What follows belongs to an exercise in optimizing a design on an open flow for small area and a short achievable clock period; a production flow would make more cautious choices.
RTL that was checked went through simulation tests only; none was proved equivalent to the original.
Only the layout flow was run in runs 1 to 4; the RTL was not checked for function there.
Power and IR drop assume default switching activity.

**design.v**
```verilog
`timescale 1ns/1ps
package fano_pkg;
    localparam int WIN_LEN  = 64;   
    localparam int CODE_MEM = 24;   
    localparam int RX_LEN   = 41;   
    localparam logic [CODE_MEM-1:0] PARITY_TAPS = 24'h9A5C37;
    localparam logic [5:0]          PTR_MAX     = 6'd40;
    typedef enum logic [2:0] {
        ST_INIT,
        ST_IDLE,
        ST_METRIC,
        ST_FORWARD,
        ST_BACKWARD
    } fano_state_t;
endpackage
`timescale 1ns/1ps
`timescale 1ns/1ps
`timescale 1ns/1ps
`timescale 1ns/1ps
`timescale 1ns/1ps
module fano_decoder (
    input  logic       clk,
    input  logic       nlocal_rst,
    input  logic       i_vld,
    input  logic [1:0] i_branch,
    output logic       o_vld,
    output logic       o_dec_sym
);
    localparam int W = fano_pkg::WIN_LEN;
    localparam int R = fano_pkg::RX_LEN;
    localparam int M = fano_pkg::CODE_MEM;
    logic [R-1:0]   rx_d_q;      
    logic [R-1:0]   rx_p_q;      
    logic [R-1:0]   worse_q;
    logic [W-1:0]   dec_q;
    logic [M:0]     hist_q;      
    logic [5:0]     pointer_q;   
    logic [R-1:0]   worse_n;
    logic [W-1:0]   dec_n;
    logic [M:0]     hist_n;
    logic [5:0]     pointer_n;
    function automatic logic pick_dec(logic [W-1:0] vec, logic [6:0] idx);
        pick_dec = (idx < 7'(W)) ? vec[idx[5:0]] : 1'b0;
    endfunction
    fano_pkg::fano_state_t state_q;
    fano_pkg::fano_state_t state_n;
    logic signed [15:0] t_q;
    logic signed [15:0] mc_q;
    logic signed [15:0] mp_q;
    logic signed [15:0] ms;          
    logic signed [15:0] mp_back;     
    logic signed [15:0] mp_upd;
    logic         ms_vld_q;
    logic         mp_vld_q;
    logic         calc_back_q;
    logic         norm_en_q;
    logic [7:0]   fwd_cnt_q;
    logic         t_up;
    logic         t_down;
    logic         metric_norm;
    logic         calc_fwd;
    logic         mv_fwd;
    logic         mv_back;
    logic         mv_invert;
    logic         mv_clear;
    logic         ms_ge_t_q;     
    logic         mp_ge_t_q;     
    logic         mc_lt_tp_q;    
    logic         t_norm_q;      
    logic         worse_f_q;     
    logic         fenc_vld_q;
    logic         benc_vld_q;
    logic         ftap_q;        
    logic         btap_q;        
    logic         fbm_vld_q;
    logic         bbm_vld_q;
    logic         fbm_pos_q;     
    logic         fbm_n18_q;     
    logic         fsym_q;
    logic         bbm_pos_q;
    logic         bbm_n18_q;
    logic [R:0]   dp;            
    logic         f_rx_d, f_rx_p, f_worse;
    logic         b_rx_d, b_rx_p, b_worse;
    logic         f_eq, b_eq;
    logic signed [15:0] fbm;
    logic signed [15:0] bbm;
    always_comb begin
        for (int i = 0; i <= R; i++) dp[i] = (pointer_q == 6'(i));
    end
    always_comb begin
        f_rx_d = 1'b0; f_rx_p = 1'b0; f_worse = 1'b0;
        b_rx_d = 1'b0; b_rx_p = 1'b0; b_worse = 1'b0;
        for (int i = 0; i < R; i++) begin
            f_rx_d  = f_rx_d  | (dp[i+1] & rx_d_q[i]);
            f_rx_p  = f_rx_p  | (dp[i+1] & rx_p_q[i]);
            f_worse = f_worse | (dp[i+1] & worse_q[i]);
            b_rx_d  = b_rx_d  | (dp[i] & rx_d_q[i]);
            b_rx_p  = b_rx_p  | (dp[i] & rx_p_q[i]);
            b_worse = b_worse | (dp[i] & worse_q[i]);
        end
    end
    assign f_eq = (f_rx_d == (f_rx_p ^ ftap_q));
    assign b_eq = (b_rx_d == (b_rx_p ^ btap_q));
    always_ff @(posedge clk) begin
        if (!nlocal_rst) begin
            fenc_vld_q <= 1'b0;
            benc_vld_q <= 1'b0;
            fbm_vld_q  <= 1'b0;
            bbm_vld_q  <= 1'b0;
        end else begin
            fenc_vld_q <= calc_fwd;
            benc_vld_q <= calc_back_q;
            fbm_vld_q  <= fenc_vld_q;
            bbm_vld_q  <= benc_vld_q;
        end
    end
    always_ff @(posedge clk) begin
        if (calc_fwd) ftap_q <= ^(hist_q[M-1:0] & fano_pkg::PARITY_TAPS);
        if (calc_back_q) btap_q <= ^(hist_q[M:1] & fano_pkg::PARITY_TAPS);
        if (fenc_vld_q) begin
            fbm_pos_q <= f_eq & ~f_worse;
            fbm_n18_q <= f_eq & f_worse;
            fsym_q    <= (f_rx_d & (f_rx_p ^ ftap_q)) ^ f_worse;
        end
        if (benc_vld_q) begin
            bbm_pos_q <= b_eq & ~b_worse;
            bbm_n18_q <= b_eq & b_worse;
        end
    end
    assign fbm = fbm_pos_q ? 16'sd2 : (fbm_n18_q ? -16'sd18 : -16'sd8);
    assign bbm = bbm_pos_q ? 16'sd2 : (bbm_n18_q ? -16'sd18 : -16'sd8);
    assign ms = mc_q + fbm;
    always_comb begin
        if (fwd_cnt_q == 8'd0) mp_back = 16'sh8000;
        else if (fwd_cnt_q == 8'd1) mp_back = '0;
        else mp_back = mp_q - bbm;
    end
    assign mp_upd = bbm_vld_q ? mp_back : mp_q;
    always_comb begin
        state_n     = state_q;
        calc_fwd    = 1'b0;
        mv_fwd      = 1'b0;
        mv_back     = 1'b0;
        mv_invert   = 1'b0;
        mv_clear    = 1'b0;
        t_up        = 1'b0;
        t_down      = 1'b0;
        metric_norm = 1'b0;
        case (state_q)
            fano_pkg::ST_INIT: begin
                if (i_vld) state_n = fano_pkg::ST_IDLE;
            end
            fano_pkg::ST_IDLE: begin
                if (norm_en_q && t_norm_q) metric_norm = 1'b1;
                if (!dp[0]) begin
                    calc_fwd = 1'b1;
                    mv_clear = 1'b1;
                    state_n  = fano_pkg::ST_METRIC;
                end
            end
            fano_pkg::ST_METRIC: begin
                if (ms_vld_q) begin
                    if (ms_ge_t_q) begin
                        mv_fwd  = 1'b1;
                        state_n = fano_pkg::ST_FORWARD;
                    end else if (mp_ge_t_q) begin
                        mv_back = 1'b1;
                        state_n = fano_pkg::ST_BACKWARD;
                    end else begin
                        t_down  = 1'b1;
                        state_n = fano_pkg::ST_IDLE;
                    end
                end
            end
            fano_pkg::ST_FORWARD: begin
                if (mc_lt_tp_q) t_up = 1'b1;
                state_n = fano_pkg::ST_IDLE;
            end
            fano_pkg::ST_BACKWARD: begin
                if (mp_vld_q) begin
                    if (worse_f_q) begin
                        if (mp_ge_t_q) begin
                            mv_back = 1'b1;
                        end else begin
                            t_down  = 1'b1;
                            state_n = fano_pkg::ST_IDLE;
                        end
                    end else begin
                        mv_invert = 1'b1;
                        calc_fwd  = 1'b1;
                        state_n   = fano_pkg::ST_METRIC;
                    end
                end
            end
            default: state_n = fano_pkg::ST_INIT;
        endcase
    end
    always_ff @(posedge clk) begin
        if (!nlocal_rst) begin
            state_q     <= fano_pkg::ST_INIT;
            t_q         <= '0;
            mc_q        <= '0;
            mp_q        <= 16'sh8000;
            ms_vld_q    <= 1'b0;
            mp_vld_q    <= 1'b0;
            calc_back_q <= 1'b0;
            norm_en_q   <= 1'b0;
            fwd_cnt_q   <= '0;
            t_norm_q    <= 1'b0;
        end else begin
            state_q     <= state_n;
            ms_vld_q    <= fbm_vld_q;
            mp_vld_q    <= bbm_vld_q;
            calc_back_q <= mv_back;
            if (t_down) begin
                t_q      <= t_q - 16'sd4;
                t_norm_q <= (t_q == 16'sd260);
            end else if (t_up) begin
                t_q      <= t_q + 16'sd4;
                t_norm_q <= (t_q == 16'sd252);
            end else if (metric_norm) begin
                t_q      <= t_q >>> 1;
                t_norm_q <= (t_q[15:1] == 15'sd256);
            end
            if (mv_fwd) begin
                mp_q <= mc_q;
                mc_q <= ms;
            end else if (mv_back) begin
                mc_q <= mp_q;
            end else if (metric_norm) begin
                mc_q <= mc_q >>> 1;
                mp_q <= mp_q >>> 1;
            end else begin
                mp_q <= mp_upd;
            end
            if (mv_fwd && (fwd_cnt_q != 8'hFF)) fwd_cnt_q <= fwd_cnt_q + 1'b1;
            else if (mv_back && (fwd_cnt_q != 8'h00)) fwd_cnt_q <= fwd_cnt_q - 1'b1;
            if (metric_norm) norm_en_q <= 1'b0;
            else if (state_q == fano_pkg::ST_METRIC) norm_en_q <= 1'b1;
        end
    end
    always_ff @(posedge clk) begin
        ms_ge_t_q  <= (ms >= t_q);
        mp_ge_t_q  <= (mp_upd >= t_q);
        mc_lt_tp_q <= (mc_q < t_q + 16'sd4);
        worse_f_q  <= (i_vld && sat) ? worse_q[38] : f_worse;
    end
    logic       sat;         
    logic       p39;
    logic       p38;
    logic       to_max;      
    logic [6:0] refill_idx;
    logic [R-1:0] wsel;      
    assign sat = dp[40];
    assign p39 = dp[39];
    assign p38 = dp[38];
    always_comb begin
        pointer_n = pointer_q;
        if (i_vld && !sat) pointer_n = pointer_n + 1'b1;
        if (mv_back && !(sat || (i_vld && p39))) pointer_n = pointer_n + 1'b1;
        if (mv_fwd) pointer_n = pointer_n - 1'b1;
    end
    always_comb begin
        for (int i = 0; i < R; i++) wsel[i] = i_vld ? dp[i] : dp[i+1];
    end
    always_comb begin
        dec_n   = i_vld ? {dec_q[W-2:0], 1'b0} : dec_q;
        worse_n = i_vld ? {worse_q[R-2:0], 1'b0} : worse_q;
        for (int i = 0; i < R; i++) begin
            if (mv_fwd && wsel[i]) dec_n[i] = fsym_q;
            if (i + 1 < R) begin
                if (mv_fwd && wsel[i+1]) worse_n[i] = 1'b0;
            end
            if (mv_invert && wsel[i]) worse_n[i] = 1'b1;
            if (mv_clear && wsel[i]) worse_n[i] = 1'b0;
        end
    end
    assign refill_idx = {1'b0, pointer_q} + 7'd25;
    assign to_max = (sat & ~mv_fwd) | (p39 & ~mv_fwd & (i_vld | mv_back)) | (p38 & i_vld & mv_back);
    always_comb begin
        hist_n = hist_q;
        if (mv_fwd) begin
            if (i_vld && sat) hist_n = {hist_q[M-2:0], fsym_q, dec_q[38]};
            else hist_n = {hist_q[M-1:0], fsym_q};
        end else if (i_vld && sat) begin
            hist_n = {hist_q[M-1:0], dec_q[39]};
        end else if (mv_back && !sat && !(i_vld && p39)) begin
            hist_n = {pick_dec(dec_q, refill_idx), hist_q[M:1]};
        end
        if (to_max) hist_n[M] = 1'b0;
    end
    always_ff @(posedge clk) begin
        if (!nlocal_rst) begin
            pointer_q <= '0;
            dec_q     <= '0;
            worse_q   <= '0;
            hist_q    <= '0;
            o_vld     <= 1'b0;
        end else begin
            pointer_q <= pointer_n;
            dec_q     <= dec_n;
            worse_q   <= worse_n;
            hist_q    <= hist_n;
            o_vld     <= i_vld;
        end
    end
    always_ff @(posedge clk) begin
        if (i_vld) begin
            rx_d_q    <= {rx_d_q[R-2:0], i_branch[1]};
            rx_p_q    <= {rx_p_q[R-2:0], i_branch[0]};
            o_dec_sym <= dec_q[W-1];
        end
    end
endmodule
```
**config.mk**
```make
export PLATFORM = sky130hd
export DESIGN_NAME = fano_decoder
export DESIGN_NICKNAME = fano_decoder
export VERILOG_FILES = /design/flow/design.v
export SDC_FILE = /design/flow/constraint.sdc
export NUM_CORES = 4
export LEC_CHECK = 0
export CAP_MARGIN = 20
export CORE_MARGIN = 2
export CORE_UTILIZATION = 40
export SLEW_MARGIN = 20
```
**run.sh**
```bash
#!/bin/bash
# synth_recipe.tcl (not shown) runs the flow's synth.tcl, then flattens the netlist and writes it again
# the make line also repeats each setting of config.mk as NAME=value (left out here)
make -C /OpenROAD-flow-scripts/flow DESIGN_CONFIG=/design/flow/config.mk WORK_HOME=/design/flow/orfs CLKGATE_MAP_FILE= SYNTH_SCRIPT=/design/flow/synth_recipe.tcl finish
```
**constraint.sdc**
```tcl
create_clock -name core_clock -period 7.0 [get_ports {clk}]
set_input_delay 1.4000 -clock core_clock [delete_from_list [all_inputs] [get_ports {clk}]]
set_output_delay 1.4000 -clock core_clock [all_outputs]
set_load 0.01 [all_outputs]
```
==> qor.txt, run 1 <==
Leakage: 7.56 nW
Site Rows: 78
Placed cells: 2581
Routed WL per cell: 22.3 microns
Pint: 0.00325 W
Number of port buffers: 6
Share of layout cells above drive strength 1: 6.88%
Top cells by area, synth: dfxtp_1, edfxtp_1, ha_1
Synth cell count leaders: nor2_1, dfxtp_1, a22oi_1
Remaining DRCs: 0
CP startpoint kind: register
RD Place Congestion: 0.982
Initial core utilization: 40.7%
Die outline area: 48100 sq um
Status: no timing/DRC/antenna violations
Clk slew on worst S/H paths: 0.05 ns
Endpoints failing hold: 0
CTS Buf Count: 37
Final period util: 60.2%
Crit path cell chain: buf_4 -> inv_1 -> ha_1 -> nand3b_1 -> nor2_1 -> a22oi_1 -> nand4_1 -> nor4_1 -> nand2_1 -> xor2_1 -> ha_1 -> a31oi_1
Syn Area/Cell: 8.90 sq um
Max-slew violation count: 0
Net Sw Frac: 27.2%
CTS Sinks: 299
Syn-to-layout area delta: 9.58%
Drt pass-1 iters: 6
GRT Total Usage: 24.6%
Most common cell in the netlist: nor2_1
Fin Hold WS: 0.430 ns
Congestion Overflow GR: 0
Chip Height: 219 microns
# diodes: 0
Boundary Pins: 7
Vias per cell: 6.29
Setup crit end kind: register
Delay of the slowest critical-path stage: 0.47 ns
Placement Cell Area: 19000 sq um
Remaining antenna violation count after routing: 0
Drt initial violations: 1997
Vias in the first global route: 15600
FF+latch count, synth: 299
Post-DP HPWL: 40400 microns
Normalized max-slew margin: 21.8%
Arrival @ worst endpoint: 4.57 ns
Max_cap viols: 0
Worst setup path class: reg2reg
Clock skew: 0.0295 ns
Sw Pwr: 0.00121 W
Clock Power Share: 45.0%
R2R depth: 12
Max FO, Critical Path: 22
Hold Crit Depth: 1
Non-filler cells, final: 2649
Fill count: 4399
Tmin final: 4.21 ns
Setup bufs post-CTS: 0
Slew of the pin with the lowest slew margin: 1.17 ns
Combinational Power Share: 11.9%
Initial antenna violation count: 0
Yosys top cell by area: dfxtp_1
Synthesized instance count: 2086
Final wirelength: 59200 microns
Final net count: 2115
Post_cts resized: 0
Worst Hold Class: reg2reg
Main synth FF type: dfxtp_1
Die X: 219 microns
RSZ-0062 raised after global routing: no
Critical Path RT: 7.36 ns
H-tree depth: 2
Largest net degree at the start of global routing: 90
CTS max path bufs: 3
Post-synth design cell area: 18600 sq um
Worst R2R Setup Slack: 2.79 ns
DR vias: 16700
Async SR Flop Fraction: 0%
Power, Total: 0.00447 W
PwrDens: 220 nW/um^2
Fin area: 20300 sq um
Syn nets: 2181
Seq/Total Area, Yosys: 37.1%
First-pass GRT wire length: 93000 microns
Share of the synthesized area in the top cell type: 22.5%
Max Fclk: 237 MHz
Post-synth EDFFs: 90
# hold bufs at CTS: 0
Max VDD drop: 152 uV
Yosys Warn Count: 1
Clk latency of the worst-skew pair: 0.56 ns
CP max stage cell: nor4_1
Sequential power share: 43.1%
Final setup vio count: 0
CTS tree: done
Core area: 45600 sq um
Most used cell, CP: ha_1
Post-Route Setup TNS: 0 ns
Clock tree root driver cell: clkbuf_16
Yosys cell types: 83
## worst max-delay path: cells and delay by family, from the launching register on
family / cells / cell delay, ns
and+or+nand+nor: 5 / 1.69
buffers and inverters: 2 / 0.59
DFF: 1 / 0.31
AOI/OAI and AO/OA: 2 / 0.59
adders and majority gates: 2 / 0.63
xor gates and xnor gates: 1 / 0.20
## routing by layer
| metal | up-vias | routed length (microns) | track usage, % |
|---|---|---|---|
| met5 | - | 0 | 0 |
| met2 | 712 | 25400 | 36.6 |
| met4 | 0 | 1690 | 8.00 |
| met3 | 110 | 4710 | 4.09 |
| li1 | 7771 | - | - |
| met1 | 8082 | 27400 | 36.0 |
## cell type report
type | instances | area, sq um | share of cell area (%)
Sequential cell | 299 | 6890 | 33.9
Timing Repair Buffer | 34 | 270 | 1.33
Clock buffer | 53 | 1110 | 5.45
Multi-Input combinational cell | 1593 | 10900 | 53.8
Clock inverter | 15 | 166 | 0.818
Tap cell | 600 | 751 | 3.69
Inverter | 55 | 209 | 1.03
## stage by stage
| step | setup WS, ns | utilization [%] |
|---|---|---|
| finish | 2.79 | 44.6 |
| global route | 2.31 | 44.6 |
| CTS | 2.78 | 44.6 |
| detailed placement | 2.63 | 41.8 |
| global placement | 2.74 | 41.8 |
| floorplan | 3.22 | - |
## power by group through the flow
stage,Clock [W],Sequential (W),Combinational (W)
2_1_floorplan,0,0.00191,0.000409
3_3_place_gp,0,0.00196,0.000518
3_5_place_dp,0,0.00196,0.000526
4_1_cts,0.00205,0.00192,0.000528
5_1_grt,0.00212,0.00193,0.000585
6_report,0.00201,0.00192,0.000532
## flip-flops by register name, summed over array words and instances, names as in the netlist, 3 cells and up
signal	cells
dec_q	64
fwd_cnt_q	8
hist_q	25
mc_q	16
mp_q	16
pointer_q	6
rx_d_q	41
rx_p_q	41
state_q	3
t_q	16
worse_q	41
## path summary, 6_finish.rpt
path	start	to
max reg2reg	pointer_q[0]	fbm_n18_q
max	pointer_q[0]	fbm_n18_q
min	fbm_vld_q	ms_vld_q
min reg2reg	fbm_vld_q	ms_vld_q
## cell usage in the layout, fill, tap and decap left out, drive strengths merged, types with 15 or more instances in the layout
cell	netlist	final
a21oi	121	121
nand4	28	28
edfxtp	90	90
o22ai	80	80
nor2b	60	60
a221oi	15	15
a22oi	138	138
o211a	39	39
nand3	38	38
inv	54	58
xor2	26	26
nand2b	15	15
o21ai	102	102
xnor2	61	61
clkbuf	105	53
nor2	228	228
a211oi	50	50
and3	19	19
nor3	132	132
nand2	95	95
dfxtp	209	209
buf	34	30
mux4	22	22
ha	88	88
mux2i	78	78
## cells by family (layout without fill, tap and decap cells)
kind of cell,after synthesis,count (layout),share of synthesized area (%)
flip-flops,299,299,37.1
XOR/XNOR,87,87,4.11
AO/OA/AOI/OAI,638,638,23.6
AND/OR/NAND/NOR,675,675,17.9
multiplexers,103,103,7.06
adder cells (fa/ha/maj),90,90,6.15
buffers and inverters,194,157,4.11
==> run 2, diff against run 1 <==
--- a/design.v
+++ b/design.v
@@ -44,6 +44,7 @@
     endfunction
     fano_pkg::fano_state_t state_q;
     fano_pkg::fano_state_t state_n;
+    logic signed [13:0] tq_q;        
     logic signed [15:0] t_q;
     logic signed [15:0] mc_q;
     logic signed [15:0] mp_q;
@@ -130,7 +131,8 @@
     end
     assign fbm = fbm_pos_q ? 16'sd2 : (fbm_n18_q ? -16'sd18 : -16'sd8);
     assign bbm = bbm_pos_q ? 16'sd2 : (bbm_n18_q ? -16'sd18 : -16'sd8);
-    assign ms = mc_q + fbm;
+    assign t_q = {tq_q, 2'b00};
+    assign ms  = mc_q + fbm;
     always_comb begin
         if (fwd_cnt_q == 8'd0) mp_back = 16'sh8000;
         else if (fwd_cnt_q == 8'd1) mp_back = '0;
@@ -199,7 +201,7 @@
     always_ff @(posedge clk) begin
         if (!nlocal_rst) begin
             state_q     <= fano_pkg::ST_INIT;
-            t_q         <= '0;
+            tq_q        <= '0;
             mc_q        <= '0;
             mp_q        <= 16'sh8000;
             ms_vld_q    <= 1'b0;
@@ -214,14 +216,14 @@
             mp_vld_q    <= bbm_vld_q;
             calc_back_q <= mv_back;
             if (t_down) begin
-                t_q      <= t_q - 16'sd4;
-                t_norm_q <= (t_q == 16'sd260);
+                tq_q     <= tq_q - 14'sd1;
+                t_norm_q <= (tq_q == 14'sd65);
             end else if (t_up) begin
-                t_q      <= t_q + 16'sd4;
-                t_norm_q <= (t_q == 16'sd252);
+                tq_q     <= tq_q + 14'sd1;
+                t_norm_q <= (tq_q == 14'sd63);
             end else if (metric_norm) begin
-                t_q      <= t_q >>> 1;
-                t_norm_q <= (t_q[15:1] == 15'sd256);
+                tq_q     <= 14'sd32;
+                t_norm_q <= 1'b0;
             end
             if (mv_fwd) begin
                 mp_q <= mc_q;
@@ -241,9 +243,9 @@
         end
     end
     always_ff @(posedge clk) begin
-        ms_ge_t_q  <= (ms >= t_q);
-        mp_ge_t_q  <= (mp_upd >= t_q);
-        mc_lt_tp_q <= (mc_q < t_q + 16'sd4);
+        ms_ge_t_q  <= ($signed(ms[15:2]) >= tq_q);
+        mp_ge_t_q  <= ($signed(mp_upd[15:2]) >= tq_q);
+        mc_lt_tp_q <= ($signed(mc_q[15:2]) <= tq_q) && (tq_q != 14'sh1FFF);
         worse_f_q  <= (i_vld && sat) ? worse_q[38] : f_worse;
     end
     logic       sat;         
--- a/config.mk
+++ b/config.mk
@@ -8,4 +8,5 @@
 export CAP_MARGIN = 20
 export CORE_MARGIN = 2
 export CORE_UTILIZATION = 40
+export SETUP_SLACK_MARGIN = 4.0
 export SLEW_MARGIN = 20
==> run 2 against run 1 <==
Effect of this change:
- still clean on timing, DRC and antenna
- combinational power fell by 7.1%
- fmax rose by 16%
- synthesized cell count fell by 1.0%
- total power fell by 6.5%
- via count rose by 2.2%
- core utilization rose by 1.9 points
- global-route usage rose by 0.87 points
- first-iteration DRC count fell by 5.6%
- flip-flop and latch count fell by 4
- sequential power barely moved
- area after synthesis fell by 1.5%
==> qor.txt, run 2 <==
Util after Layout: 46.5% (+1.9 points)
Async SR Flop Fraction: 0% (unchanged)
Yosys cell types: 84 (+1.2%)
Leakage: 7.84 nW (+3.7%)
# diodes: 0 (unchanged)
Clk slew on worst S/H paths: 0.06 ns (about the same)
Adder-Cell Fraction of Synth Area: 5.90% (-0.25 points)
Normalized max-slew margin: 36.2% (+14 points)
Final setup margin: 3.37 ns (+0.586 ns)
Post-synth EDFFs: 90 (unchanged)
CP delay by family, top: compound AO/OA/AOI/OAI gates
Dpl ws: 2.89 ns (+0.256 ns)
Clock skew: 0.0162 ns (-0.0132 ns)
Post-synthesis compound-gate area fraction: 23.2% (-0.41 points)
Syn-to-layout area delta: 15.1%
Remaining DRCs: 0 (unchanged)
Boundary Pins: 7 (unchanged)
Setup crit end kind: register
CTS tree: done
Share of layout cells above drive strength 1: 13.7% (+6.8 points)
PwrDens: 199 nW/um^2 (-9.6%)
Status: no timing/DRC/antenna violations
Endpoints failing hold: 0 (unchanged)
Clk latency of the worst-skew pair: 0.56 ns (about the same)
Most frequent cells in the layout: nor2_1, dfxtp_1, nor3_1
Xor/xnor share of the synthesized area: 3.60% (-0.51 points)
CP Buf/Inv Count: 0 (-2)
CTS Buf Count: 35 (-5.4%)
Max FO, Critical Path: 3 (-86%)
Worst R2R Setup Slack: 3.37 ns (+0.59 ns)
Max-slew violation count: 0 (unchanged)
Clock tree root driver cell: clkbuf_16
RSZ-0062 raised after global routing: yes
Initial core utilization: 40.4% (-0.28 points)
Worst Hold Class: reg2reg
DR vias: 17000 (+2.2%)
CTS max path bufs: 3 (unchanged)
Multiplexer share of the synthesized area: 6.90% (-0.16 points)
Share of the synthesized area in the top cell type: 22.5% (-0.086 points)
Delay of the slowest critical-path stage: 0.40 ns (-0.07 ns)
Max_cap viols: 0 (unchanged)
Yosys top cell by area: dfxtp_1
First-pass GRT wire length: 94700 microns (+1.8%)
Synth cell count leaders: nor2_1, dfxtp_1, nor3_1
Final setup vio count: 0 (unchanged)
Tmin final: 3.63 ns (-0.586 ns)
Stages on the worst setup path: 16 (+4)
Site Rows: 78 (unchanged)
CP startpoint kind: register
CTS Sinks: 295 (-1.3%)
# hold bufs at CTS: 0 (unchanged)
Chip Height: 218 microns (-0.76%)
Slew of the pin with the lowest slew margin: 0.954 ns (-0.215 ns)
Post-synth design cell area: 18300 sq um (-1.5%)
Final period util: 51.8% (-8.4 points)
Seq/Total Area, Yosys: 37.3% (+0.14 points)
Core area: 45200 sq um (-0.86%)
Yosys Warn Count: 1 (unchanged)
CP max stage cell: edfxtp_1
Largest family of logic cells by synthesized area: compound AO/OA/AOI/OAI gates
Post-Route Setup TNS: 0 ns (unchanged)
Vias per cell: 6.37 (+1.3%)
FF+latch count, synth: 295 (-1.3%)
Die X: 218 microns (-0.76%)
Drt pass-1 iters: 8 (+2)
Main synth FF type: dfxtp_1
Syn nets: 2155 (-1.2%)
Initial antenna violation count: 1 (+1)
Post-DP HPWL: 41500 microns (+2.8%)
Fin Hold WS: 0.430 ns (-0.000623 ns)
Critical Path RT: 7.44 ns (+0.08 ns)
Die outline area: 47400 sq um (-1.5%)
Syn Area/Cell: 8.85 sq um (-0.54%)
Final wirelength: 61300 microns (+3.5%)
GRT Total Usage: 25.5% (+0.87 points)
Crit path cell chain: or2_4 -> ha_4 -> fa_2 -> a21o_1 -> a21oi_2 -> o21a_1 -> nand2b_1 -> xor2_2 -> ha_1 -> nand4_1 -> nor2_1 -> a211oi_2 -> o31ai_2 -> a311oi_1 -> mux2_4 -> o41ai_2
R2R depth: 16 (+4)
Arrival @ worst endpoint: 4.07 ns (-0.50 ns)
Number of port buffers: 6 (unchanged)
Max reg flops: 64 (unchanged)
Vias in the first global route: 15800 (+1.5%)
Top cells by area, synth: dfxtp_1, edfxtp_1, ha_1
Max Fclk: 276 MHz (+16%)
Simple-gate share of the synthesized area: 19.1% (+1.2 points)
Max VDD drop: 150 uV (-0.96%)
Worst setup path class: reg2reg
H-tree depth: 2 (unchanged)
Most common cell after layout, fill and taps aside: nor2_1
Largest net degree at the start of global routing: 183 (+100%)
Crit path from: fbm_n18_q
Routed WL per cell: 22.9 microns (+2.6%)
RD Place Congestion: 1.02 (+4.1%)
Largest Register: dec_q
Worst r2r dst: ms_ge_t_q
Final net count: 2137 (+1.0%)
Most common cell in the netlist: nor2_1
Congestion Overflow GR: 0 (unchanged)
Remaining antenna violation count after routing: 0 (unchanged)
Drt initial violations: 1886 (-5.6%)
Worst R2R Start: fbm_n18_q
Synthesized instance count: 2065 (-1.0%)
Crit path capture: ms_ge_t_q
==> run 2: cell count changes in the layout (fill, tap and decap cells not counted), moves of 16 or more <==
cell | before | now
a21oi_1 | 120 | 97
a22oi_1 | 138 | 112
buf_4 | 28 | 68
nor2_1 | 226 | 203
nor2_2 | 1 | 21
xnor2_1 | 60 | 44
==> run 2: final cells by class <==
type | instances | area [sq um]
tap | 600 | 751
clock buffer | 51 | 1010
fill | 4291 | 24200
sequential | 295 | 6830
inverter | 51 | 201
multi-input combinational | 1579 | 11300
timing repair buffer | 85 | 806
clock inverter | 12 | 100
==> run 2: stage by stage <==
| stage | std cells | total power, W | area (sq um) |
|---|---|---|---|
| after floorplan | 2065 | 0.00219 | 18400 |
| after global placement | 2552 | 0.00232 | 18800 |
| after detailed placement | 2552 | 0.00233 | 18800 |
| after CTS | 2644 | 0.00417 | 20500 |
| after global routing | 2673 | 0.00433 | 21000 |
| final | 2673 | 0.00417 | 21000 |
==> run 2: metal layers <==
metal | vias to the layer above | global-route usage (%) | wire, microns
met2 | 801 | 36.7 | 25600
met3 | 178 | 4.45 | 5410
met5 | - | 0 | 0
li1 | 7833 | - | -
met4 | 0 | 9.75 | 2440
met1 | 8225 | 37.6 | 27800
==> run 2: what timing repair did <==
action	4_1_cts	5_1_grt
endpoints found under the setup margin	122	47
cloned	3	2
resized for setup	85	46
pin swaps	10	19
buffers inserted	26	27
==> run 2: how the worst min path moves through the flow <==
stage               startpoint       end  slack [ns]  depth (start not counted)
finish               fbm_vld_q  ms_vld_q        0.43                          1
global route         fbm_vld_q  ms_vld_q        0.47                          1
CTS                  fbm_vld_q  ms_vld_q        0.43                          1
detailed placement   fbm_vld_q  ms_vld_q        0.42                          1
global placement     fbm_vld_q  ms_vld_q        0.42                          1
floorplan            fbm_vld_q  ms_vld_q        0.41                          1
==> run 2: where the power goes <==
part / internal, W / leakage (nW) / switching (W)
sequential: 0.00182 / 2.53 / 0.0000706
combinational: 0.000195 / 4.76 / 0.000299
clock: 0.00104 / 0.552 / 0.000754
==> run 2: cell families after synthesis <==
kind of cell	count (synthesis)
and+or+nand+nor	697
buffers and inverters	193
adders and majority gates	85
muxes	99
DFF	295
xor gates and xnor gates	75
AOI/OAI and AO/OA	621
==> run 3, diff against run 2 <==
--- a/design.v
+++ b/design.v
@@ -67,6 +67,10 @@
     logic         ms_ge_t_q;     
     logic         mp_ge_t_q;     
     logic         mc_lt_tp_q;    
+    logic signed [16:0] dc_q;    
+    logic signed [16:0] dp_q;    
+    logic         ms_ge_t;
+    logic         mpb_ge_t;
     logic         t_norm_q;      
     logic         worse_f_q;     
     logic         fenc_vld_q;
@@ -140,6 +144,32 @@
     end
     assign mp_upd = bbm_vld_q ? mp_back : mp_q;
     always_comb begin
+        if (fbm_pos_q) begin
+            if (mc_q >= 16'sd32766) ms_ge_t = (dc_q >= 17'sd65534);
+            else ms_ge_t = (dc_q >= -17'sd2);
+        end else if (fbm_n18_q) begin
+            if (mc_q <= -16'sd32751) ms_ge_t = (dc_q >= -17'sd65518);
+            else ms_ge_t = (dc_q >= 17'sd18);
+        end else begin
+            if (mc_q <= -16'sd32761) ms_ge_t = (dc_q >= -17'sd65528);
+            else ms_ge_t = (dc_q >= 17'sd8);
+        end
+    end
+    always_comb begin
+        if (fwd_cnt_q == 8'd0) mpb_ge_t = (tq_q == -14'sd8192);
+        else if (fwd_cnt_q == 8'd1) mpb_ge_t = (tq_q <= 14'sd0);
+        else if (bbm_pos_q) begin
+            if (mp_q <= -16'sd32767) mpb_ge_t = (dp_q >= -17'sd65534);
+            else mpb_ge_t = (dp_q >= 17'sd2);
+        end else if (bbm_n18_q) begin
+            if (mp_q >= 16'sd32750) mpb_ge_t = (dp_q >= 17'sd65518);
+            else mpb_ge_t = (dp_q >= -17'sd18);
+        end else begin
+            if (mp_q >= 16'sd32760) mpb_ge_t = (dp_q >= 17'sd65528);
+            else mpb_ge_t = (dp_q >= -17'sd8);
+        end
+    end
+    always_comb begin
         state_n     = state_q;
         calc_fwd    = 1'b0;
         mv_fwd      = 1'b0;
@@ -243,9 +273,11 @@
         end
     end
     always_ff @(posedge clk) begin
-        ms_ge_t_q  <= ($signed(ms[15:2]) >= tq_q);
-        mp_ge_t_q  <= ($signed(mp_upd[15:2]) >= tq_q);
-        mc_lt_tp_q <= ($signed(mc_q[15:2]) <= tq_q) && (tq_q != 14'sh1FFF);
+        dc_q       <= {mc_q[15], mc_q} - {tq_q[13], tq_q, 2'b00};
+        dp_q       <= {mp_q[15], mp_q} - {tq_q[13], tq_q, 2'b00};
+        ms_ge_t_q  <= ms_ge_t;
+        mp_ge_t_q  <= bbm_vld_q ? mpb_ge_t : (dp_q >= 17'sd0);
+        mc_lt_tp_q <= (dc_q <= 17'sd3) && (tq_q != 14'sh1FFF);
         worse_f_q  <= (i_vld && sat) ? worse_q[38] : f_worse;
     end
     logic       sat;         
==> run 3 against run 2 <==
Effect of this change:
- still clean on timing, DRC and antenna
- synthesized cell count grew 7.9%
- die area is 9.1% higher
- non-clock buffer count fell by 19
- total power is 16% higher
- flip-flop and latch count up 34
- via count grew 7.5%
- final cell count rose by 7.5%
- combinational power rose by 26%
- area after synthesis is 9.3% higher
- fmax is 22% higher
- clock skew is essentially flat
- register-to-register slack better by 0.66 ns
==> qor.txt, run 3 <==
Die X: 227 microns (+4.5%)
Worst setup path class: reg2reg
Clk latency of the worst-skew pair: 0.56 ns (about the same)
Async SR Flop Fraction: 0% (unchanged)
Syn nets: 2308 (+7.1%)
Max reg flops: 64 (unchanged)
Most common cell after layout, fill and taps aside: dfxtp_1
Chip Height: 227 microns (+4.5%)
Max_cap viols: 0 (unchanged)
Most frequent cells in the layout: dfxtp_1, nor2_1, nor3_1
Yosys Warn Count: 1 (unchanged)
Seq/Total Area, Yosys: 37.5% (+0.24 points)
Syn-to-layout area delta: 12.5%
Setup crit end kind: register
First-pass GRT wire length: 103000 microns (+8.3%)
Max VDD drop: 139 uV (-7.6%)
Core area: 49200 sq um (+8.8%)
Post-Route Setup TNS: 0 ns (unchanged)
# diodes: 0 (unchanged)
Largest Register: dec_q
Largest net degree at the start of global routing: 94 (-49%)
Final wirelength: 67400 microns (+10%)
Worst Hold Class: reg2reg
PwrDens: 215 nW/um^2 (+8.4%)
Max Fclk: 337 MHz (+22%)
Endpoints failing hold: 0 (unchanged)
Final net count: 2260 (+5.8%)
Clock skew: 0.0164 ns (+0.000154 ns)
Share of layout cells above drive strength 1: 11.4% (-2.2 points)
H-tree depth: 2 (unchanged)
Clock tree root driver cell: clkbuf_16
CTS tree: done
Leakage: 8.67 nW (+11%)
Initial antenna violation count: 0 (-1)
Number of port buffers: 6 (unchanged)
Remaining DRCs: 0 (unchanged)
Max-slew violation count: 0 (unchanged)
Final period util: 42.3% (-9.5 points)
Top cells by area, synth: dfxtp_1, edfxtp_1, ha_1
CTS max path bufs: 3 (unchanged)
Syn Area/Cell: 8.96 sq um (+1.3%)
Normalized max-slew margin: 32.5% (-3.7 points)
RSZ-0062 raised after global routing: yes
Share of the synthesized area in the top cell type: 24.0% (+1.5 points)
Post-synth EDFFs: 90 (unchanged)
Final setup margin: 4.04 ns (+0.662 ns)
Critical Path RT: 7.31 ns (-0.13 ns)
CTS Sinks: 329 (+12%)
Yosys cell types: 91 (+8.3%)
Status: no timing/DRC/antenna violations
Arrival @ worst endpoint: 3.27 ns (-0.80 ns)
Initial core utilization: 40.6% (+0.19 points)
Max FO, Critical Path: 7 (+4)
Synthesized instance count: 2229 (+7.9%)
Slew of the pin with the lowest slew margin: 1.00 ns (+0.0512 ns)
Clk slew on worst S/H paths: 0.06 ns (about the same)
Vias per cell: 6.37 (about the same)
RD Place Congestion: 1.02 (about the same)
Main synth FF type: dfxtp_1
Post-DP HPWL: 46100 microns (+11%)
Fin Hold WS: 0.439 ns (+0.00918 ns)
Final setup vio count: 0 (unchanged)
CP startpoint kind: register
Congestion Overflow GR: 0 (unchanged)
Site Rows: 81 (+3.8%)
Remaining antenna violation count after routing: 0 (unchanged)
Post-synth design cell area: 20000 sq um (+9.3%)
Die outline area: 51700 sq um (+9.1%)
Boundary Pins: 7 (unchanged)
Most common cell in the netlist: dfxtp_1
Vias in the first global route: 17000 (+7.5%)
CTS Buf Count: 40 (+14%)
Drt pass-1 iters: 7 (-1)
Util after Layout: 45.7% (-0.84 points)
Drt initial violations: 1888 (+0.11%)
DR vias: 18300 (+7.5%)
Dpl ws: 2.96 ns (+0.0756 ns)
Power, Total: 0.00484 W (+16%)
Tmin final: 2.96 ns (-0.662 ns)
Yosys top cell by area: dfxtp_1
GRT Total Usage: 25.7% (+0.18 points)
Synth cell count leaders: dfxtp_1, nor2_1, nor3_1
FF+latch count, synth: 329 (+12%)
Routed WL per cell: 23.5 microns (+2.4%)
[run 3: cell count changes after synthesis, moves of 13 or more]
cell and delta:
o211a_1 +26, nor2_1 -38, nand3_1 +62, nor3_1 +16
xnor2_1 +21, ha_1 -13, dfxtp_1 +34, nand2b_1 +14
mux2i_1 +14, a22oi_1 -41, o21ai_1 -14
[run 3: cells by family (layout without fill, tap and decap cells)]
family                     after synthesis  in the layout  synth area share, %
buffers and inverters                  206            186                 4.24
AOI/OAI and AO/OA                      602            602                 21.3
xor gates and xnor gates                92             93                 4.04
DFF                                    329            329                 37.5
and+or+nand+nor                        808            808                 20.9
adders and majority gates               78             78                 4.99
muxes                                  114            114                 7.09
[run 3: report_power, final]
part	internal (W)	switching (W)
Combinational	0.000239	0.000382
Sequential	0.00205	0.0000904
Clock	0.00124	0.000840
[run 3: timing repair]
| action | 4_1_cts | 5_1_grt |
|---|---|---|
| pin swaps | 4 | 6 |
| resized for setup | 55 | 48 |
| endpoints found under the hold margin | 0 | 0 |
| buffers inserted | 18 | 10 |
| endpoints found under the setup margin | 139 | 106 |
| hold buffers | 0 | 0 |
| gates cloned | 2 | 2 |
[run 3: path summary, 6_finish.rpt]
path	slack, ns	cells after the start	from	to
min reg2reg	0.44	1	fbm_vld_q	ms_vld_q
max reg2reg	4.04	13	pointer_q[0]	fsym_q
max	4.04	13	pointer_q[0]	fsym_q
min	0.44	1	fbm_vld_q	ms_vld_q
[run 3: layer usage]
metal	vias up	share of wire, %	global-route usage, %
li1	8380	-	-
met1	8928	44	35.5
met2	804	44	39.7
met3	198	8.0	4.38
met4	0	4.3	10.6
met5	-	0	0
[run 3: area by class of cell]
cell class	count	area, sq um
clock buffers	63	1230
clock inverters	8	73.8
fillers	4732	26700
inverters	49	193
multi-input cells	1695	12000
flip-flops and latches	329	7490
well taps	664	831
repair buffers	66	631
[run 3: worst max-delay path, stage by stage (launching register included)]
cell and delay [ns]:
dfxtp_2 0.35, buf_12 0.14, clkinvlp_4 0.11, ha_4 0.21
nand3b_4 0.14, buf_4 0.19, nor2_1 0.60, a22oi_1 0.18
nand4_1 0.16, nor4_1 0.05, nand2_1 0.15, xor2_1 0.09
ha_1 0.19, xor2_1 0.16
[run 3: per-stage QoR]
stage                     std cells  instance area, sq um
after global routing           2874                 22500
final                          2874                 22500
after CTS                      2862                 22100
after global placement         2771                 20500
after detailed placement       2771                 20500
after floorplan                2229                 20000
==> run 4, diff against run 3 <==
--- a/config.mk
+++ b/config.mk
@@ -8,5 +8,5 @@
 export CAP_MARGIN = 20
 export CORE_MARGIN = 2
 export CORE_UTILIZATION = 40
-export SETUP_SLACK_MARGIN = 4.0
+export SETUP_SLACK_MARGIN = 4.5
 export SLEW_MARGIN = 20
==> run 4 against run 3 <==
Effect of this change:
- still clean on timing, DRC and antenna
- fmax grew 6.0%
- critical path depth shrank 1
- final cell count increased by 3.0%
- combinational power grew 33%
- sequential power barely moved
- register-to-register slack improved by 0.17 ns
- wire length up 6.7%
- area after synthesis did not move
- global-route usage up 1.1 points
- total power is 5.8% higher
- sequential share of layout area down 2.7 points
==> qor.txt, run 4 <==
Status: no timing/DRC/antenna violations
CTS tree: done
Syn-to-layout area delta: 22.9%
Congestion Overflow GR: 0 (unchanged)
Synthesized instance count: 2229 (unchanged)
Crit path from: pointer_q[0]
Endpoints failing hold: 0 (unchanged)
RSZ-0062 raised after global routing: yes
Setup crit end kind: register
Drt initial violations: 2084 (+10%)
Crit path cell chain: buf_12 -> clkinv_8 -> ha_4 -> or3b_4 -> buf_12 -> nor3_4 -> buf_4 -> buf_6 -> a22oi_2 -> nand4_1 -> or4_4 -> nor2b_1
# diodes: 0 (unchanged)
Syn Area/Cell: 8.96 sq um (unchanged)
Final period util: 39.9% (-2.4 points)
Fin area: 24500 sq um (+9.3%)
CTS max path bufs: 3 (unchanged)
Power, Total: 0.00512 W (+5.8%)
PwrDens: 209 nW/um^2 (-3.2%)
Top cells by area, synth: dfxtp_1, edfxtp_1, ha_1
CP max stage cell: or4_4
Hold_sp: fbm_vld_q
Highest metal used: met4
Worst setup path class: reg2reg
Remaining DRCs: 0 (unchanged)
Async SR Flop Fraction: 0% (unchanged)
Clk slew on worst S/H paths: 0.06 ns (about the same)
Largest Register: dec_q
Main synth FF type: dfxtp_1
H-tree depth: 2 (unchanged)
Initial antenna violation count: 0 (unchanged)
Post-DP HPWL: 45600 microns (-1.0%)
Post-synth EDFFs: 90 (unchanged)
Yosys top cell by area: dfxtp_1
Normalized max-slew margin: 36.5% (+4.0 points)
CTS Buf Count: 41 (+2.5%)
Chip Height: 227 microns (unchanged)
Yosys Warn Count: 1 (unchanged)
Drt pass-1 iters: 7 (unchanged)
Max-slew violation count: 0 (unchanged)
Dpl ws: 2.91 ns (-0.0501 ns)
Die X: 227 microns (unchanged)
CTS Sinks: 329 (unchanged)
DR vias: 19100 (+4.5%)
Tmin final: 2.80 ns (-0.168 ns)
Syn nets: 2308 (unchanged)
CP startpoint kind: register
First-pass GRT wire length: 107000 microns (+4.0%)
Max VDD drop: 147 uV (+5.7%)
Clk latency of the worst-skew pair: 0.58 ns (+0.02 ns)
Routed WL per cell: 24.3 microns (+3.6%)
Final setup margin: 4.20 ns (+0.168 ns)
DRT met1 WL: 30500 microns (+3.0%)
Share of the synthesized area in the top cell type: 24.0% (unchanged)
Final setup vio count: 0 (unchanged)
Met3 wire length: 6650 microns (+23%)
Remaining antenna violation count after routing: 0 (unchanged)
Worst R2R Setup Slack: 4.20 ns (+0.17 ns)
Slew of the pin with the lowest slew margin: 0.943 ns (-0.0612 ns)
Die outline area: 51700 sq um (unchanged)
Max reg flops: 64 (unchanged)
Vias in the first global route: 18000 (+5.7%)
Vias per cell: 6.47 (+1.5%)
RD Place Congestion: 0.999 (-2.4%)
Share of layout cells above drive strength 1: 21.3% (+9.9 points)
Final net count: 2345 (+3.8%)
Placed cells: 2769 (-0.072%)
Max FO, Critical Path: 8 (+1)
FF+latch count, synth: 329 (unchanged)
Largest net degree at the start of global routing: 126 (+34%)
Post-synth design cell area: 20000 sq um (unchanged)
Non-filler cells, final: 2959 (+3.0%)
Initial core utilization: 40.6% (unchanged)
GRT Total Usage: 26.7% (+1.1 points)
Number of port buffers: 6 (unchanged)
Final wirelength: 72000 microns (+6.7%)
Post-Route Setup TNS: 0 ns (unchanged)
Placement Cell Area: 20700 sq um (+1.4%)
Clock tree root driver cell: clkbuf_16
Critical Path RT: 7.33 ns (+0.02 ns)
Max Fclk: 358 MHz (+6.0%)
Most common cell in the netlist: dfxtp_1
Clock skew: 0.0158 ns (-0.000577 ns)
Seq/Total Area, Yosys: 37.5% (unchanged)
Yosys cell types: 91 (unchanged)
Boundary Pins: 7 (unchanged)
Most common cell after layout, fill and taps aside: dfxtp_1
Worst R2R Start: pointer_q[0]
Wire length on met2: 31300 microns (+6.0%)
Core area: 49200 sq um (unchanged)
Arrival @ worst endpoint: 3.12 ns (-0.15 ns)
Max_cap viols: 0 (unchanged)
Most frequent cells in the layout: dfxtp_1, nor2_1, nor3_1
Delay of the slowest critical-path stage: 0.62 ns (+0.02 ns)
Fill count: 4461 (-5.7%)
Site Rows: 81 (unchanged)
Most used cell, CP: buf_12
Leakage: 9.44 nW (+8.8%)
Synth cell count leaders: dfxtp_1, nor2_1, nor3_1
Worst Hold Class: reg2reg
## run 4: cell types whose count changed in the layout (fill, tap and decap cells not counted), sizes merged
cell | before | now
a21oi | 95 | 96
clkinv | 6 | 15
inv | 46 | 49
nand3 | 95 | 103
buf | 59 | 131
clkinvlp | 4 | 0
bufinv | 1 | 3
clkdlybuf4s50 | 4 | 2
clkbuf | 64 | 57
bufbuf | 2 | 4
nor2b | 62 | 63
## run 4: layout make-up
| cell class | count | area [sq um] | share of cell area (%) |
|---|---|---|---|
| clock buffers | 54 | 1170 | 4.76 |
| clock inverters | 18 | 176 | 0.719 |
| inverters | 49 | 213 | 0.867 |
| multi-input cells | 1705 | 13100 | 53.5 |
| well taps | 664 | 831 | 3.39 |
| flip-flops and latches | 329 | 7510 | 30.6 |
| repair buffers | 140 | 1510 | 6.14 |
## run 4: logic make-up (layout without fill, tap and decap cells)
family,after synthesis,in the layout,share of synthesized area (%)
AO/OA/AOI/OAI,602,603,21.3
XOR/XNOR,92,93,4.04
adder cells (fa/ha/maj),78,78,4.99
buffers and inverters,206,261,4.24
flip-flops,329,329,37.5
multiplexers,114,114,7.09
AND/OR/NAND/NOR,808,817,20.9
## run 4: critical path: cells and delay by family, from the launching register on
family,cells,cell delay (ns)
AND/OR/NAND/NOR,5,1.24
flip-flops,1,0.36
buffers and inverters,5,0.59
adder cells (fa/ha/maj),1,0.20
AO/OA/AOI/OAI,1,0.16
## run 4: what timing repair did
| action | 4_1_cts | 5_1_grt |
|---|---|---|
| resized for setup | 211 | 125 |
| hold buffers | 0 | 0 |
| setup endpoints to repair | 263 | 203 |
| buffers inserted | 61 | 40 |
| pin swaps | 46 | 66 |
| cloned | 8 | 9 |
## run 4: through the flow
stage / utilization (%) / hold WS, ns
2_1_floorplan: - / 0.395
3_3_place_gp: 42.2 / 0.435
3_5_place_dp: 42.2 / 0.433
4_1_cts: 47.9 / 0.453
5_1_grt: 49.9 / 0.465
6_report: 49.9 / 0.452
## run 4: final timing paths
path / end / depth (start not counted)
max: fbm_n18_q / 12
min reg2reg: ms_vld_q / 1
max reg2reg: fbm_n18_q / 12
min: ms_vld_q / 1
## run 4: metal layers
metal / vias up / GRT usage, %
met4: 0 / 12.8
li1: 8614 / -
met5: - / 0
met3: 230 / 6.49
met2: 977 / 40.6
met1: 9319 / 35.7
## run 4: power by group
group	total, W	switching [W]	internal (W)
Sequential	0.00214	0.0000932	0.00205
Clock	0.00215	0.000866	0.00128
Combinational	0.000826	0.000489	0.000337
Total	0.00512	0.00145	0.00367
==> run 5, diff against run 4 <==
--- a/design.v
+++ b/design.v
@@ -67,8 +67,8 @@
     logic         ms_ge_t_q;     
     logic         mp_ge_t_q;     
     logic         mc_lt_tp_q;    
-    logic signed [16:0] dc_q;    
-    logic signed [16:0] dp_q;    
+    logic signed [16:0] d_q;     
+    logic signed [15:0] sum;     
     logic         ms_ge_t;
     logic         mpb_ge_t;
     logic         t_norm_q;      
@@ -136,37 +136,38 @@
     assign fbm = fbm_pos_q ? 16'sd2 : (fbm_n18_q ? -16'sd18 : -16'sd8);
     assign bbm = bbm_pos_q ? 16'sd2 : (bbm_n18_q ? -16'sd18 : -16'sd8);
     assign t_q = {tq_q, 2'b00};
-    assign ms  = mc_q + fbm;
+    assign sum = (state_q == fano_pkg::ST_BACKWARD) ? (mp_q - bbm) : (mc_q + fbm);
+    assign ms  = sum;
     always_comb begin
         if (fwd_cnt_q == 8'd0) mp_back = 16'sh8000;
         else if (fwd_cnt_q == 8'd1) mp_back = '0;
-        else mp_back = mp_q - bbm;
+        else mp_back = sum;
     end
     assign mp_upd = bbm_vld_q ? mp_back : mp_q;
     always_comb begin
         if (fbm_pos_q) begin
-            if (mc_q >= 16'sd32766) ms_ge_t = (dc_q >= 17'sd65534);
-            else ms_ge_t = (dc_q >= -17'sd2);
+            if (mc_q >= 16'sd32766) ms_ge_t = (d_q >= 17'sd65534);
+            else ms_ge_t = (d_q >= -17'sd2);
         end else if (fbm_n18_q) begin
-            if (mc_q <= -16'sd32751) ms_ge_t = (dc_q >= -17'sd65518);
-            else ms_ge_t = (dc_q >= 17'sd18);
+            if (mc_q <= -16'sd32751) ms_ge_t = (d_q >= -17'sd65518);
+            else ms_ge_t = (d_q >= 17'sd18);
         end else begin
-            if (mc_q <= -16'sd32761) ms_ge_t = (dc_q >= -17'sd65528);
-            else ms_ge_t = (dc_q >= 17'sd8);
+            if (mc_q <= -16'sd32761) ms_ge_t = (d_q >= -17'sd65528);
+            else ms_ge_t = (d_q >= 17'sd8);
         end
     end
     always_comb begin
         if (fwd_cnt_q == 8'd0) mpb_ge_t = (tq_q == -14'sd8192);
         else if (fwd_cnt_q == 8'd1) mpb_ge_t = (tq_q <= 14'sd0);
         else if (bbm_pos_q) begin
-            if (mp_q <= -16'sd32767) mpb_ge_t = (dp_q >= -17'sd65534);
-            else mpb_ge_t = (dp_q >= 17'sd2);
+            if (mp_q <= -16'sd32767) mpb_ge_t = (d_q >= -17'sd65534);
+            else mpb_ge_t = (d_q >= 17'sd2);
         end else if (bbm_n18_q) begin
-            if (mp_q >= 16'sd32750) mpb_ge_t = (dp_q >= 17'sd65518);
-            else mpb_ge_t = (dp_q >= -17'sd18);
+            if (mp_q >= 16'sd32750) mpb_ge_t = (d_q >= 17'sd65518);
+            else mpb_ge_t = (d_q >= -17'sd18);
         end else begin
-            if (mp_q >= 16'sd32760) mpb_ge_t = (dp_q >= 17'sd65528);
-            else mpb_ge_t = (dp_q >= -17'sd8);
+            if (mp_q >= 16'sd32760) mpb_ge_t = (d_q >= 17'sd65528);
+            else mpb_ge_t = (d_q >= -17'sd8);
         end
     end
     always_comb begin
@@ -196,7 +197,7 @@
                     if (ms_ge_t_q) begin
                         mv_fwd  = 1'b1;
                         state_n = fano_pkg::ST_FORWARD;
-                    end else if (mp_ge_t_q) begin
+                    end else if (!d_q[16]) begin
                         mv_back = 1'b1;
                         state_n = fano_pkg::ST_BACKWARD;
                     end else begin
@@ -273,11 +274,10 @@
         end
     end
     always_ff @(posedge clk) begin
-        dc_q       <= {mc_q[15], mc_q} - {tq_q[13], tq_q, 2'b00};
-        dp_q       <= {mp_q[15], mp_q} - {tq_q[13], tq_q, 2'b00};
+        d_q        <= (fenc_vld_q ? {mc_q[15], mc_q} : {mp_q[15], mp_q}) - {tq_q[13], tq_q, 2'b00};
         ms_ge_t_q  <= ms_ge_t;
-        mp_ge_t_q  <= bbm_vld_q ? mpb_ge_t : (dp_q >= 17'sd0);
-        mc_lt_tp_q <= (dc_q <= 17'sd3) && (tq_q != 14'sh1FFF);
+        mp_ge_t_q  <= mpb_ge_t;
+        if (fbm_vld_q) mc_lt_tp_q <= (d_q <= 17'sd3) && (tq_q != 14'sh1FFF);
         worse_f_q  <= (i_vld && sat) ? worse_q[38] : f_worse;
     end
     logic       sat;         
--- a/config.mk
+++ b/config.mk
@@ -8,5 +8,5 @@
 export CAP_MARGIN = 20
 export CORE_MARGIN = 2
 export CORE_UTILIZATION = 40
-export SETUP_SLACK_MARGIN = 4.5
+export SETUP_SLACK_MARGIN = 4.0
 export SLEW_MARGIN = 20
==> run 5 against run 4 <==
Effect of this change:
- flip-flop and latch count shrank 18
- core utilization shrank 3.8 points
- sequential power shrank 7%
- global-route usage shrank 2.7 points
- critical path depth shrank 1
- first-iteration DRC count grew 3.3%
==> qor.txt, run 5 <==
Arrival @ worst endpoint: 3.26 ns (+0.14 ns)
Most frequent cells in the layout: dfxtp_1, nor2_1, o21ai_0
Max VDD drop: 221 uV (+51%)
Top cells by area, synth: dfxtp_1, edfxtp_1, mux2i_1
Util after Layout: 46.2% (-3.8 points)
Placed cells: 2560 (-7.5%)
Setup crit end kind: register
RD Place Congestion: 0.959 (-4.1%)
Yosys cell types: 87 (-4.4%)
Number of port buffers: 6 (unchanged)
Synthesized instance count: 2083 (-6.6%)
Remaining antenna violation count after routing: 0 (unchanged)
Leakage: 8.03 nW (-15%)
Clk latency of the worst-skew pair: 0.57 ns (about the same)
Die X: 221 microns (-2.8%)
Max FO, Critical Path: 8 (unchanged)
# hold bufs at CTS: 0 (unchanged)
Share of layout cells above drive strength 1: 13.4% (-7.8 points)
Core area: 46600 sq um (-5.3%)
Post-synth design cell area: 18800 sq um (-5.7%)
Final net count: 2107 (-10%)
Worst setup path class: reg2reg
Max reg flops: 64 (unchanged)
Status: no timing/DRC/antenna violations
Yosys top cell by area: dfxtp_1
Most used cell, CP: xor2_1
DR vias: 17200 (-10%)
Slew of the pin with the lowest slew margin: 1.02 ns (+0.0734 ns)
CTS Sinks: 311 (-5.5%)
Final wirelength: 61400 microns (-15%)
Most common cell in the netlist: dfxtp_1
Seq/Total Area, Yosys: 37.9% (+0.39 points)
Syn-to-layout area delta: 14.1%
Clk slew on worst S/H paths: 0.06 ns (about the same)
Initial antenna violation count: 0 (unchanged)
CTS tree: done
Post-Route Setup TNS: 0 ns (unchanged)
Tmin final: 2.96 ns (+0.169 ns)
Post-DP HPWL: 40200 microns (-12%)
Syn Area/Cell: 9.04 sq um (+0.95%)
Vias in the first global route: 16300 (-9.5%)
H-tree depth: 2 (unchanged)
FF+latch count, synth: 311 (-5.5%)
Max-slew violation count: 0 (unchanged)
Delay of the slowest critical-path stage: 0.80 ns (+0.18 ns)
Dpl ws: 1.91 ns (-1.01 ns)
Syn nets: 2147 (-7.0%)
Chip Height: 221 microns (-2.8%)
Routed WL per cell: 22.9 microns (-5.7%)
Crit path cell chain: inv_1 -> ha_4 -> nand2_1 -> nor3_2 -> a22oi_1 -> nand4_1 -> a211oi_2 -> nand3_2 -> xor2_1 -> ha_1 -> xor2_1
DRT met1 WL: 25800 microns (-15%)
CTS max path bufs: 3 (unchanged)
Worst Hold Class: reg2reg
Synth cell count leaders: dfxtp_1, nor2_1, o21ai_0
CTS Buf Count: 38 (-7.3%)
Met3 wire length: 5030 microns (-24%)
Clock tree root driver cell: clkbuf_16
CP startpoint kind: register
PwrDens: 208 nW/um^2 (about the same)
First-pass GRT wire length: 94700 microns (-11%)
# diodes: 0 (unchanged)
Site Rows: 79 (-2.5%)
Share of the synthesized area in the top cell type: 23.4% (-0.58 points)
Post-synth EDFFs: 91 (+1.1%)
Most common cell after layout, fill and taps aside: dfxtp_1
Yosys Warn Count: 1 (unchanged)
Main synth FF type: dfxtp_1
Drt pass-1 iters: 6 (-1)
Die outline area: 48800 sq um (-5.6%)
Max_cap viols: 0 (unchanged)
Drt initial violations: 2153 (+3.3%)
Largest net degree at the start of global routing: 101 (-20%)
Vias per cell: 6.42 (-0.72%)
Clock skew: 0.0338 ns (+0.0179 ns)
Final setup margin: 4.04 ns (-0.169 ns)
Endpoints failing hold: 0 (unchanged)
Non-filler cells, final: 2679 (-9.5%)
Critical Path RT: 7.29 ns (-0.04 ns)
Normalized max-slew margin: 31.8% (-4.7 points)
Remaining DRCs: 0 (unchanged)
Fill count: 4430 (-0.69%)
Initial core utilization: 40.5% (-0.16 points)
Final period util: 42.3% (+2.4 points)
GRT Total Usage: 24.1% (-2.7 points)
Wire length on met2: 28300 microns (-9.8%)
Highest metal used: met4
Final setup vio count: 0 (unchanged)
Max Fclk: 337 MHz (-5.7%)
Congestion Overflow GR: 0 (unchanged)
Async SR Flop Fraction: 0% (unchanged)
Worst R2R Setup Slack: 4.04 ns (-0.17 ns)
Largest Register: dec_q
CP max stage cell: nor3_2
RSZ-0062 raised after global routing: yes
Boundary Pins: 7 (unchanged)
-- run 5: changes by cell type after synthesis, moves of 9 or more --
cell and delta:
nor2b_1 -10, ha_1 -14, mux2i_1 +16, a211oi_1 +40, nand2b_1 -13, nor3_1 -92
o211a_1 -23, mux2_2 +9, nor2_1 +23, o21ai_0 +22, a22oi_1 +38, dfxtp_1 -19
nand3_1 -43
-- run 5: power breakdown --
part           leakage [nW]  internal, W  switching (W)
Sequential             2.66      0.00192      0.0000771
Clock                 0.643      0.00122       0.000822
Combinational          4.72     0.000175       0.000271
Total                  8.03      0.00331        0.00117
-- run 5: metrics by stage --
step,hold WS [ns],total power [W],area [sq um]
after floorplan,0.425,0.00230,18900
after global routing,0.467,0.00464,21500
after detailed placement,0.440,0.00242,19200
final,0.456,0.00448,21500
after CTS,0.461,0.00449,21100
after global placement,0.434,0.00242,19200
-- run 5: layer usage --
layer | track usage (%) | vias up
li1 | - | 7885
met2 | 38.9 | 784
met4 | 8.55 | 0
met1 | 32.0 | 8350
met3 | 4.75 | 185
met5 | 0 | -
-- run 5: cell type report --
type | instances | area, sq um | share of cell area [%]
clock buffers | 46 | 1040 | 4.85
clock inverters | 23 | 246 | 1.15
inverters | 42 | 171 | 0.798
multi-input cells | 1581 | 11400 | 53.2
flip-flops and latches | 311 | 7160 | 33.3
well taps | 607 | 759 | 3.53
repair buffers | 68 | 659 | 3.07
repair inverters | 1 | 7.51 | 0.0349
-- run 5: timing repair --
item / 4_1_cts / 5_1_grt
pin swaps: 12 / 22
gates cloned: 4 / 2
setup endpoints to repair: 245 / 135
gates resized for setup: 73 / 53
setup buffers: 20 / 24
-- run 5: worst max-delay path, delay by kind of cell (launching register included) --
kind | cells | cell delay, ns
DFF | 1 | 0.36
and+or+nand+nor | 4 | 1.28
adders and majority gates | 2 | 0.40
xor gates and xnor gates | 2 | 0.25
buffers and inverters | 1 | 0.13
AOI/OAI and AO/OA | 2 | 0.28
-- run 5: kinds of logic after synthesis --
group           synth area share, %
flops                          37.9
buf+inv                        4.22
simple gates                   17.1
mux                            8.82
fa+ha+maj                      4.30
compound gates                 23.6
xor+xnor                       4.04
-- run 5: path summary, 6_finish.rpt --
check / start / endpoint / cells past startpoint
setup / recovery: pointer_q[1] / fsym_q / 11
hold / removal: fbm_vld_q / mc_lt_tp_q / 0
setup reg to reg: pointer_q[1] / fsym_q / 11
hold reg to reg: fbm_vld_q / mc_lt_tp_q / 0
==> run 6, diff against run 5 <==
--- a/config.mk
+++ b/config.mk
@@ -8,5 +8,7 @@
 export CAP_MARGIN = 20
 export CORE_MARGIN = 2
 export CORE_UTILIZATION = 40
+export CTS_BUF_LIST = sky130_fd_sc_hd__clkbuf_8
+export CTS_CLUSTER_SIZE = 30
 export SETUP_SLACK_MARGIN = 4.0
 export SLEW_MARGIN = 20
==> run 6 against run 5 <==
Effect of this change:
- clock-buffer cell count up 22
- critical path depth unchanged
- still clean
- register-to-register slack worse by 0.02 ns
- largest cell class unchanged
- area after synthesis unchanged
- fmax down 0.77%
- wire length up 0.91%
- core utilization down 0.13 points
- setup slack worse by 0.023 ns
- worst hold slack worse by 0.0053 ns
- flip-flop and latch count unchanged
==> qor.txt, run 6 <==
Status: no timing/DRC/antenna violations
Max FO, Critical Path: 3 (-5)
Share of the synthesized area in the top cell type: 23.4% (unchanged)
DRT met1 WL: 26300 microns (+2.2%)
Syn Area/Cell: 9.04 sq um (unchanged)
Util after Layout: 46.0% (-0.13 points)
Congestion Overflow GR: 0 (unchanged)
CP startpoint kind: register
Number of port buffers: 6 (unchanged)
Remaining antenna violation count after routing: 0 (unchanged)
Yosys cell types: 87 (unchanged)
Yosys top cell by area: dfxtp_1
CP max stage cell: edfxtp_1
Tmin final: 2.99 ns (+0.0229 ns)
Synth cell count leaders: dfxtp_1, nor2_1, o21ai_0
Remaining DRCs: 0 (unchanged)
Chip Height: 221 microns (unchanged)
Most common cell in the netlist: dfxtp_1
Syn-to-layout area delta: 13.7%
Fill count: 4455 (+0.56%)
Arrival @ worst endpoint: 3.48 ns (+0.22 ns)
Hold Crit Depth: 0 (unchanged)
PwrDens: 203 nW/um^2 (-2.4%)
Yosys Warn Count: 1 (unchanged)
Main synth FF type: dfxtp_1
Boundary Pins: 7 (unchanged)
Core area: 46600 sq um (unchanged)
Most common cell after layout, fill and taps aside: dfxtp_1
Delay of the slowest critical-path stage: 0.46 ns (-0.34 ns)
RSZ-0062 raised after global routing: yes
Post-DP HPWL: 40200 microns (unchanged)
Seq/Total Area, Yosys: 37.9% (unchanged)
Async SR Flop Fraction: 0% (unchanged)
Worst r2r dst: mp_q[15]
GRT Total Usage: 24.3% (+0.23 points)
Final setup vio count: 0 (unchanged)
Worst setup path class: reg2reg
Crit path from: bbm_pos_q
Clk slew on worst S/H paths: 0.07 ns (about the same)
Endpoints failing hold: 0 (unchanged)
Vias in the first global route: 16400 (+0.83%)
RD Place Congestion: 0.959 (unchanged)
Normalized max-slew margin: 35.1% (+3.3 points)
Max_cap viols: 0 (unchanged)
FF+latch count, synth: 311 (unchanged)
# diodes: 0 (unchanged)
Drt pass-1 iters: 7 (+1)
Max Fclk: 335 MHz (-0.77%)
Clk latency of the worst-skew pair: 0.69 ns (+0.12 ns)
Syn nets: 2147 (unchanged)
Crit path cell chain: or2_4 -> ha_4 -> inv_2 -> fa_2 -> a211oi_4 -> o21ai_2 -> a2111oi_4 -> nor3_4 -> a311oi_2 -> mux2i_1 -> o211ai_1
Synthesized instance count: 2083 (unchanged)
CTS Buf Count: 56 (+47%)
Post-synth design cell area: 18800 sq um (unchanged)
CTS Sinks: 311 (unchanged)
Largest Register: dec_q
Post-Route Setup TNS: 0 ns (unchanged)
Die outline area: 48800 sq um (unchanged)
Worst R2R Start: bbm_pos_q
Met3 wire length: 4600 microns (-8.6%)
Hold_sp: fbm_vld_q
CTS max path bufs: 3 (unchanged)
Worst R2R Setup Slack: 4.01 ns (-0.02 ns)
Setup crit end kind: register
Leakage: 8.05 nW (+0.20%)
First-pass GRT wire length: 95500 microns (+0.82%)
Critical Path RT: 7.50 ns (+0.21 ns)
Final period util: 42.7% (+0.33 points)
Highest metal used: met4
Wire length on met2: 28700 microns (+1.4%)
Largest net degree at the start of global routing: 101 (unchanged)
CTS tree: done
Final net count: 2117 (+0.47%)
Max-slew violation count: 0 (unchanged)
# hold bufs at CTS: 0 (unchanged)
Max reg flops: 64 (unchanged)
Most frequent cells in the layout: dfxtp_1, nor2_1, o21ai_0
Vias per cell: 6.40 (-0.27%)
Initial antenna violation count: 0 (unchanged)
CP delay by family, top: compound AO/OA/AOI/OAI gates
Final wirelength: 62000 microns (+0.91%)
Share of layout cells above drive strength 1: 14.2% (+0.83 points)
Die X: 221 microns (unchanged)
Post-synth EDFFs: 91 (unchanged)
Slew of the pin with the lowest slew margin: 0.970 ns (-0.0468 ns)
Routed WL per cell: 22.9 microns (-0.10%)
CP Buf/Inv Count: 1 (unchanged)
Top cells by area, synth: dfxtp_1, edfxtp_1, mux2i_1
H-tree depth: 2 (unchanged)
Clock skew: 0.0455 ns (+0.0117 ns)
Initial core utilization: 40.5% (unchanged)
Hold Path Sink: mc_lt_tp_q
DR vias: 17300 (+0.74%)
Max VDD drop: 177 uV (-20%)
Drt initial violations: 2196 (+2.0%)
Site Rows: 79 (unchanged)
Worst Hold Class: reg2reg
Clock tree root driver cell: clkbuf_8
R2R depth: 11 (unchanged)
## run 6: cell counts after synthesis
No cell type changed its count.
## run 6: worst register-to-register path, delay by kind of cell, from the launching register on
family / cells / cell delay (ns)
buffers and inverters: 1 / 0.04
adder cells (fa/ha/maj): 2 / 0.52
multiplexers: 1 / 0.24
AO/OA/AOI/OAI: 5 / 1.27
flip-flops: 1 / 0.46
AND/OR/NAND/NOR: 2 / 0.30
## run 6: final cells by class
cell class / instances / area (sq um) / area share, %
Multi-Input combinational cell: 1581 / 11500 / 53.6
Tap cell: 607 / 759 / 3.54
Clock buffer: 68 / 936 / 4.37
Timing Repair inverter: 1 / 7.51 / 0.0350
Clock inverter: 36 / 314 / 1.47
Timing Repair Buffer: 60 / 601 / 2.80
Inverter: 42 / 171 / 0.800
Sequential cell: 311 / 7160 / 33.4
## run 6: cell families (layout without fill, tap and decap cells)
family | after synthesis | after routing | synth area share, %
compound gates | 651 | 652 | 23.6
flops | 311 | 311 | 37.9
xor+xnor | 87 | 88 | 4.04
mux | 138 | 138 | 8.82
simple gates | 639 | 639 | 17.1
buf+inv | 193 | 207 | 4.22
fa+ha+maj | 64 | 64 | 4.30
## run 6: worst max path at each step
| stage | end | slack, ns | cells after the start |
|---|---|---|---|
| finish | mp_q[15] | 4.01 | 11 |
| global route | mc_q[13] | 3.95 | 12 |
| CTS | mp_q[15] | 4.00 | 11 |
| detailed placement | pointer_q[4] | 1.91 | 10 |
| global placement | pointer_q[4] | 1.96 | 10 |
| floorplan | pointer_q[4] | 3.75 | 9 |
## run 6: metal layers
layer  GRT usage [%]  vias up
met2            38.8      828
met5               0        -
li1                -     7900
met3            4.17      177
met1            32.4     8426
met4            10.5        0
## run 6: per-stage QoR
step / cell area [sq um] / worst slack (ns) / total power [W] / hold WS, ns / std cells
after floorplan: 18900 / 3.75 / 0.00230 / 0.425 / 2083
after global placement: 19200 / 1.96 / 0.00242 / 0.434 / 2560
after detailed placement: 19200 / 1.91 / 0.00242 / 0.440 / 2560
after CTS: 21000 / 4.00 / 0.00436 / 0.451 / 2690
after global routing: 21400 / 3.95 / 0.00453 / 0.458 / 2706
final: 21400 / 4.01 / 0.00436 / 0.450 / 2706
## run 6: repair_timing
action,CTS,global route
setup buffers,22,14
pin swaps,19,16
gates resized for setup,81,50
endpoints found under the setup margin,246,77
cloned,4,2
## run 6: report_power, final
part	total [W]	switching [W]	leakage [nW]	internal [W]
Sequential	0.00200	0.0000782	2.66	0.00192
Clock	0.00191	0.000841	0.701	0.00107
Combinational	0.000449	0.000272	4.68	0.000177
Total	0.00436	0.00119	8.05	0.00317

Check on run 6: ideal ports give 4.013 ns setup slack; a clkbuf_16 on the clock port and buf_2 on the inputs give 3.877 ns; moving port delays by the midpoint clock arrival (0.715 ns) as well gives 3.162 ns.
